From an optimization exercise on the open Yosys and OpenROAD flow, aimed at small area, a short achievable clock period and few clock cycles per item; shortcuts taken in it are not production practice.
At most, simulation tests tie the RTL to the original design; equivalence was not proved.
Power is estimated from default activity; no workload was simulated.

## cedar
## mulDivHazardUnit
module mulDivHazardUnit (
	input logic clock,
	input logic rst,
	input logic ctrlMult,
	input logic ctrlDiv,
	input logic [31:0] operandA,
	input logic [31:0] operandB,
	input logic [4:0] rdIn,
	input logic [4:0] rs1,
	input logic [4:0] rs2,
	input logic [4:0] rd,
	output logic [31:0] result,
	output logic exception,
	output logic resultRdy,
	output logic stall
);
Size: about 2400 cells after synthesis, roughly 150 flip-flops, roughly 120 I/O pins, ~15000 µm² of cells after synthesis.
Settings: LEC_CHECK=0, ABC_AREA=1, CAP_MARGIN=20, CORE_MARGIN=2, CORE_UTILIZATION=40, SETUP_SLACK_MARGIN=2.0, SLEW_MARGIN=20; clock period 6.0 ns.
run.sh (not shown) runs the stock make flow with config.mk's settings and CLKGATE_MAP_FILE= SYNTH_SCRIPT=/design/flow/synth_recipe.tcl, a recipe that flattens the netlist after the stock synthesis.
Testbench counts of cedar, summed over its fixed seeds: cycles 3,349, ops 512.
For raven, these inputs were changed with respect to cedar:
-- flow/design.v --
<<< cedar, line 78
	logic [31:0] maskB;
	logic swap;
	logic dNeg;
	logic bZero;
>>> raven, line 78
	logic [31:0] maskB;
	logic swap;
	logic swap2;
	logic fastNeg;
	logic dNeg;
	logic bZero;
<<< cedar, line 116
	end
	assign swap = |(nibB & ~nibMaskA);
	assign dRaw = {2'b00, lenAr} + {6'b0, saR} - {2'b00, lenBr};
	assign dAmt = dRaw[5] ? 5'd31 : dRaw[4:0];
	assign dNeg = dRaw[6];
	assign bZero = operandB == 32'd0;
	assign divTrivial = bZero;
	logic rBadLoose;
	logic rBadStrict;
>>> raven, line 118
	end
	assign swap = |(nibB & ~nibMaskA);
	assign swap2 = |(nibB & ~{nibMaskA[6:0], 1'b1});
	assign dRaw = {2'b00, lenAr} + {6'b0, saR} - {2'b00, lenBr};
	assign dAmt = dRaw[4:0];
	assign dNeg = dRaw[6];
	assign bZero = operandB == 32'd0;
	assign fastNeg = sa ? swap2 : swap;
	assign divTrivial = bZero | fastNeg;
	logic rBadLoose;
	logic rBadStrict;
<<< cedar, line 178
	logic [4:0] shAmt;
	logic [33:0] sShl;
	assign shAmt = phMul ? 5'd4 : dAmt;
	assign sShl = S << shAmt;
	logic mulLast;
>>> raven, line 182
	logic [4:0] shAmt;
	logic [33:0] sShl;
	assign shAmt = dAmt;
	assign sShl = S << shAmt;
	logic mulLast;
<<< cedar, line 237
			negq <= sa ^ sb;
			lenAr <= lenA;
			lenBr <= lenB;
			mulRes <= ctrlMult;
			zeroRes <= ~ctrlMult & divTrivial;
>>> raven, line 241
			negq <= sa ^ sb;
			lenAr <= lenA;
			lenBr <= {lenB[4:1], lenB[0] | (lenB[4:1] == 4'd0)};
			mulRes <= ctrlMult;
			zeroRes <= ~ctrlMult & divTrivial;
<<< cedar, line 294
			R <= sum;
			if (phMul) begin
				S <= sShl;
				Q <= {4'h0, Q[31:4]};
			end else begin
>>> raven, line 298
			R <= sum;
			if (phMul) begin
				S <= {S[29:0], 4'h0};
				Q <= {4'h0, Q[31:4]};
			end else begin
Notes after the runs:
- Taking cedar as the reference, in raven count of clock-buffer cells in the layout -1; via count -1313.
- cedar and raven ended up with nearly the same met1 global-route usage.
- Relative to cedar, worst setup slack decreased by 0.22 ns in raven.
- Taking cedar over raven, the cell count ratio works out to 1.14.
- Beginning of the critical path: operandA[29] -> raven, operandB[30] -> cedar
- Going from cedar to raven, clock share of power grew by 1.2 points, net switching share of the total power has increased, wire length now smaller, maximum fanout along the worst path rose 19.
- Relative to cedar, number of gates resized after CTS increased by 7 in raven.
- raven packs its core more tightly than cedar.
Testbench counts of raven, summed over its fixed seeds: cycles 3,265, ops 512.

* * *

The RTL this note starts from:
==> flow/design.v <==
`timescale 1ns/1ps
module mulDivHazardUnit (
	input logic clock,
	input logic rst,
	input logic ctrlMult,
	input logic ctrlDiv,
	input logic [31:0] operandA,
	input logic [31:0] operandB,
	input logic [4:0] rdIn,
	input logic [4:0] rs1,
	input logic [4:0] rs2,
	input logic [4:0] rd,
	output logic [31:0] result,
	output logic exception,
	output logic resultRdy,
	output logic stall
);
	function automatic logic [4:0] thermLen(logic [31:0] m);
		logic [32:0] t;
		t = {1'b0, m};
		for (int k = 0; k < 5; k++) begin
			thermLen[k] = 1'b0;
			for (int j = 1; (j << k) < 32; j += 2) begin
				thermLen[k] = thermLen[k] | (t[(j << k) - 1] & ~t[((j + 1) << k) - 1]);
			end
		end
	endfunction
	function automatic logic [2:0] booth(logic b1, logic b0, logic bm);
		booth[0] = b0 ^ bm;
		booth[1] = (b1 & ~b0 & ~bm) | (~b1 & b0 & bm);
		booth[2] = b1 & ~(b0 & bm);
	endfunction
	logic busy;
	logic hazEn;
	logic [4:0] dest;
	logic phMul;
	logic phShift;
	logic phDiv;
	logic phFin;
	logic mulRes;
	logic zeroRes;
	logic [4:0] cnt;
	logic inv;
	logic divSb;
	logic negq;
	logic saR;
	logic ovf;
	logic sOvf;
	logic excReg;
	logic [37:0] R;
	logic [33:0] S;
	logic [31:0] Q;
	logic req;
	logic sa;
	logic sb;
	logic [31:0] magA;
	logic [31:0] magB;
	logic [31:0] maskA;
	logic [31:0] maskB;
	logic swap;
	logic dNeg;
	logic bZero;
	logic divTrivial;
	logic [4:0] lenA;
	logic [4:0] lenB;
	logic [6:0] dRaw;
	assign req = ctrlMult | ctrlDiv;
	assign sa = operandA[31];
	assign sb = operandB[31];
	assign magA = operandA ^ {32{sa}};
	assign magB = operandB ^ {32{sb}};
	always_comb begin
		maskA[31] = magA[31];
		maskB[31] = magB[31];
		for (int i = 30; i >= 0; i--) begin
			maskA[i] = maskA[i + 1] | magA[i];
			maskB[i] = maskB[i + 1] | magB[i];
		end
	end
	assign lenA = thermLen(maskA);
	assign lenB = thermLen(maskB);
	assign swap = lenA < lenB;
	assign dRaw = {2'b00, lenA} + {6'b0, sa} - {2'b00, lenB};
	assign dNeg = dRaw[6];
	assign bZero = operandB == 32'd0;
	assign divTrivial = bZero | dNeg;
	logic rBadLoose;
	logic rBadStrict;
	logic selQ;
	logic selS1;
	logic selS2;
	logic selZ1;
	logic selZ2;
	logic fy;
	logic fz;
	logic cz;
	logic nz;
	logic [37:0] sExt;
	logic [37:0] x;
	logic [37:0] y;
	logic [37:0] z;
	logic [37:0] csaS;
	logic [37:0] csaC;
	logic [38:0] sumW;
	logic [37:0] sum;
	assign rBadLoose = ~((R[37:31] == 7'h00) | (R[37:31] == 7'h7f) |
		(R[37:0] == 38'h0080000000));
	assign rBadStrict = ~((R[37:31] == 7'h00) | (R[37:31] == 7'h7f));
	assign sExt = {{4{S[33]}}, S};
	assign x = selQ ? 38'd0 : R;
	assign y = (({6'd0, Q} & {38{selQ}}) | (sExt & {38{selS1}}) |
		({sExt[36:0], 1'b0} & {38{selS2}})) ^ {38{fy}};
	assign z = (({sExt[35:0], 2'b00} & {38{selZ1}}) |
		({sExt[34:0], 3'b000} & {38{selZ2}})) ^ {38{fz}};
	assign csaS = x ^ y ^ z;
	assign csaC = {(x[36:0] & y[36:0]) | (x[36:0] & z[36:0]) | (y[36:0] & z[36:0]), fy};
	assign sumW = {csaS, cz} + {csaC, cz};
	assign nz = selS1 | selS2 | selZ1 | selZ2;
	logic [31:0] qAcc;
	logic lookAcc;
	logic [2:0] dA0;
	logic [2:0] dA1;
	logic [2:0] dM0;
	logic [2:0] dM1;
	logic fyDiv;
	logic [2:0] dAa0;
	logic [2:0] dAa1;
	logic [2:0] dAb0;
	logic [2:0] dAb1;
	assign qAcc = swap ? magA : magB;
	assign lookAcc = swap ? sa : sb;
	assign dAa0 = booth(magA[1], magA[0], sa) ^ {sa, 2'b00};
	assign dAa1 = booth(magA[3], magA[2], magA[1]) ^ {sa, 2'b00};
	assign dAb0 = booth(magB[1], magB[0], sb) ^ {sb, 2'b00};
	assign dAb1 = booth(magB[3], magB[2], magB[1]) ^ {sb, 2'b00};
	assign dA0 = swap ? dAa0 : dAb0;
	assign dA1 = swap ? dAa1 : dAb1;
	assign dM0 = booth(Q[5], Q[4], Q[3]);
	assign dM1 = booth(Q[7], Q[6], Q[5]);
	assign fyDiv = ~sum[37] ^ divSb;
	assign sum = sumW[38:1];
	logic [4:0] shAmt;
	logic [33:0] sShl;
	assign shAmt = phMul ? 5'd4 : cnt;
	assign sShl = S << shAmt;
	logic mulLast;
	logic done;
	logic ovfNext;
	assign mulLast = Q[31:3] == 29'd0;
	assign done = (phMul & mulLast) | phFin;
	assign ovfNext = ovf | rBadLoose | (sOvf & nz);
	always_ff @(posedge clock) begin
		if (rst) begin
			busy <= 1'b0;
			hazEn <= 1'b0;
			resultRdy <= 1'b0;
			phMul <= 1'b0;
			phShift <= 1'b0;
			phDiv <= 1'b0;
			phFin <= 1'b0;
		end else begin
			resultRdy <= 1'b0;
			if (!busy) begin
				if (req) begin
					busy <= ctrlMult | ~divTrivial;
					hazEn <= (ctrlMult | ~divTrivial) & (rdIn != 5'd0);
					resultRdy <= ~ctrlMult & divTrivial;
					phMul <= ctrlMult;
					phShift <= ~ctrlMult & ~divTrivial;
				end
			end else begin
				if (done) begin
					busy <= 1'b0;
					hazEn <= 1'b0;
					resultRdy <= 1'b1;
					phMul <= 1'b0;
					phFin <= 1'b0;
				end
				if (phShift) begin
					phShift <= 1'b0;
					phDiv <= 1'b1;
				end
				if (phDiv && cnt == 5'd0) begin
					phDiv <= 1'b0;
					phFin <= 1'b1;
				end
			end
		end
	end
	always_ff @(posedge clock) begin
		if (!busy) begin
			dest <= rdIn;
			ovf <= 1'b0;
			sOvf <= 1'b0;
			inv <= swap ? sa : sb;
			saR <= sa;
			divSb <= sb;
			negq <= sa ^ sb;
			cnt <= dRaw[5] ? 5'd31 : dRaw[4:0];
			mulRes <= ctrlMult;
			zeroRes <= ~ctrlMult & divTrivial;
			excReg <= ~ctrlMult & bZero;
		end else begin
			if (phMul) begin
				ovf <= ovfNext;
				excReg <= ovfNext;
				sOvf <= sOvf | ~((S[33:29] == 5'h00) | (S[33:29] == 5'h1f));
			end
			if (phDiv) begin
				cnt <= cnt - 5'd1;
			end
		end
	end
	always_ff @(posedge clock) begin
		if (!busy) begin
			selQ <= 1'b0;
			selS1 <= ctrlMult & dA0[0];
			selS2 <= ctrlMult & dA0[1];
			selZ1 <= ctrlMult & dA1[0];
			selZ2 <= ctrlMult & dA1[1];
			fy <= ctrlMult & dA0[2];
			fz <= ctrlMult & dA1[2];
			cz <= ctrlMult ? dA1[2] : sa;
		end else if (phMul) begin
			selQ <= 1'b0;
			selS1 <= dM0[0];
			selS2 <= dM0[1];
			selZ1 <= dM1[0];
			selZ2 <= dM1[1];
			fy <= dM0[2] ^ inv;
			fz <= dM1[2] ^ inv;
			cz <= dM1[2] ^ inv;
		end else begin
			selQ <= phDiv & (cnt == 5'd0);
			selS1 <= phShift | (phDiv & (cnt != 5'd0));
			selS2 <= 1'b0;
			selZ1 <= 1'b0;
			selZ2 <= 1'b0;
			fy <= phShift ? ~divSb : ((cnt == 5'd0) ? negq : fyDiv);
			fz <= 1'b0;
			cz <= 1'b0;
		end
	end
	always_ff @(posedge clock) begin
		if (!busy) begin
			S <= (~ctrlMult | swap) ? {{2{sb}}, operandB} : {{2{sa}}, operandA};
			Q <= ctrlMult ? (swap ? magA : magB) : 32'd0;
			R <= ctrlMult ? 38'd0 : {6'd0, magA};
		end else begin
			R <= sum;
			if (phMul) begin
				S <= sShl;
				Q <= {4'h0, Q[31:4]};
			end else begin
				S <= phShift ? sShl : {S[33], S[33:1]};
				Q <= {Q[30:0], phDiv & ~sum[37]};
			end
		end
	end
	assign result = R[31:0] & {32{~zeroRes}};
	assign exception = excReg | (mulRes & rBadStrict);
	assign stall = (busy & req) |
		(hazEn & ((rs1 == dest) | (rs2 == dest) | (rd == dest)));
endmodule
make LEC_CHECK=0 ABC_AREA=1 CAP_MARGIN=20 CORE_MARGIN=2 CORE_UTILIZATION=40 SETUP_SLACK_MARGIN=2.0 SLEW_MARGIN=20 finish   # period 6.0 ns
Edit:
--- a/flow/design.v
+++ b/flow/design.v
@@ -78,9 +78,22 @@
 		end
 	end
 	assign lenA = thermLen(maskA);
 	assign lenB = thermLen(maskB);
-	assign swap = lenA < lenB;
+	logic [7:0] nibA;
+	logic [7:0] nibB;
+	logic [7:0] nibMaskA;
+	always_comb begin
+		for (int k = 0; k < 8; k++) begin
+			nibA[k] = |magA[4 * k +: 4];
+			nibB[k] = |magB[4 * k +: 4];
+		end
+		nibMaskA[7] = nibA[7];
+		for (int k = 6; k >= 0; k--) begin
+			nibMaskA[k] = nibMaskA[k + 1] | nibA[k];
+		end
+	end
+	assign swap = |(nibB & ~nibMaskA);
 	assign dRaw = {2'b00, lenA} + {6'b0, sa} - {2'b00, lenB};
 	assign dNeg = dRaw[6];
 	assign bZero = operandB == 32'd0;
 	assign divTrivial = bZero | dNeg;
What happened: Sequential power is about the same. Maximum frequency rises by 0.71%. Die area rises by 1.9%. Combinational power goes down by 14%. Worst setup slack gets better by 0.031 ns.
Testbench counts after the change, summed over its fixed seeds: cycles 3,245, ops 512.
Only the layout flow was run in the first run of this note; the RTL was not checked for function there.

re-timing with driven ports:
The results above use ideal ports. As a check the final layouts listed here were re-extracted and re-timed, cells and wires unchanged. Step 1 (the two cells are an assumption about what drives the block):
set clk [get_ports {clock}]
set_driving_cell -lib_cell sky130_fd_sc_hd__clkbuf_16 $clk
set_driving_cell -lib_cell sky130_fd_sc_hd__buf_2 [delete_from_list [all_inputs] $clk]
Step 2 moves the port delays by t, midway between the first and last clock arrival at a register: inputs arrive t later, outputs are due t later. That takes back most of the time a late clock gives input paths. Three values: no drivers, after step 1, after step 2; two values: the first two.
| run | t, ns | setup WS [ns] | latest minus earliest clock arrival (ns) | worst register clock-pin slew, ns |
|---|---|---|---|---|
| cedar | 0.501 | 2.241 / 2.247 / 1.746 | 0.020 / 0.020 | 0.08 / 0.08 |
| raven | 0.524 | 2.019 / 2.055 / 1.531 | 0.017 / 0.016 | 0.08 / 0.08 |
| the first run of note 2 | 0.512 | 1.611 / 1.595 / 1.082 | 0.016 / 0.017 | 0.08 / 0.08 |
| the second run of note 2 | 0.499 | 1.642 / 1.494 / 0.995 | 0.018 / 0.018 | 0.08 / 0.08 |
After both steps every run listed still meets setup and hold. For the second run of note 2, which loses most, drivers alone change the setup slack by -0.148 ns; drivers and shift together by -0.647 ns.
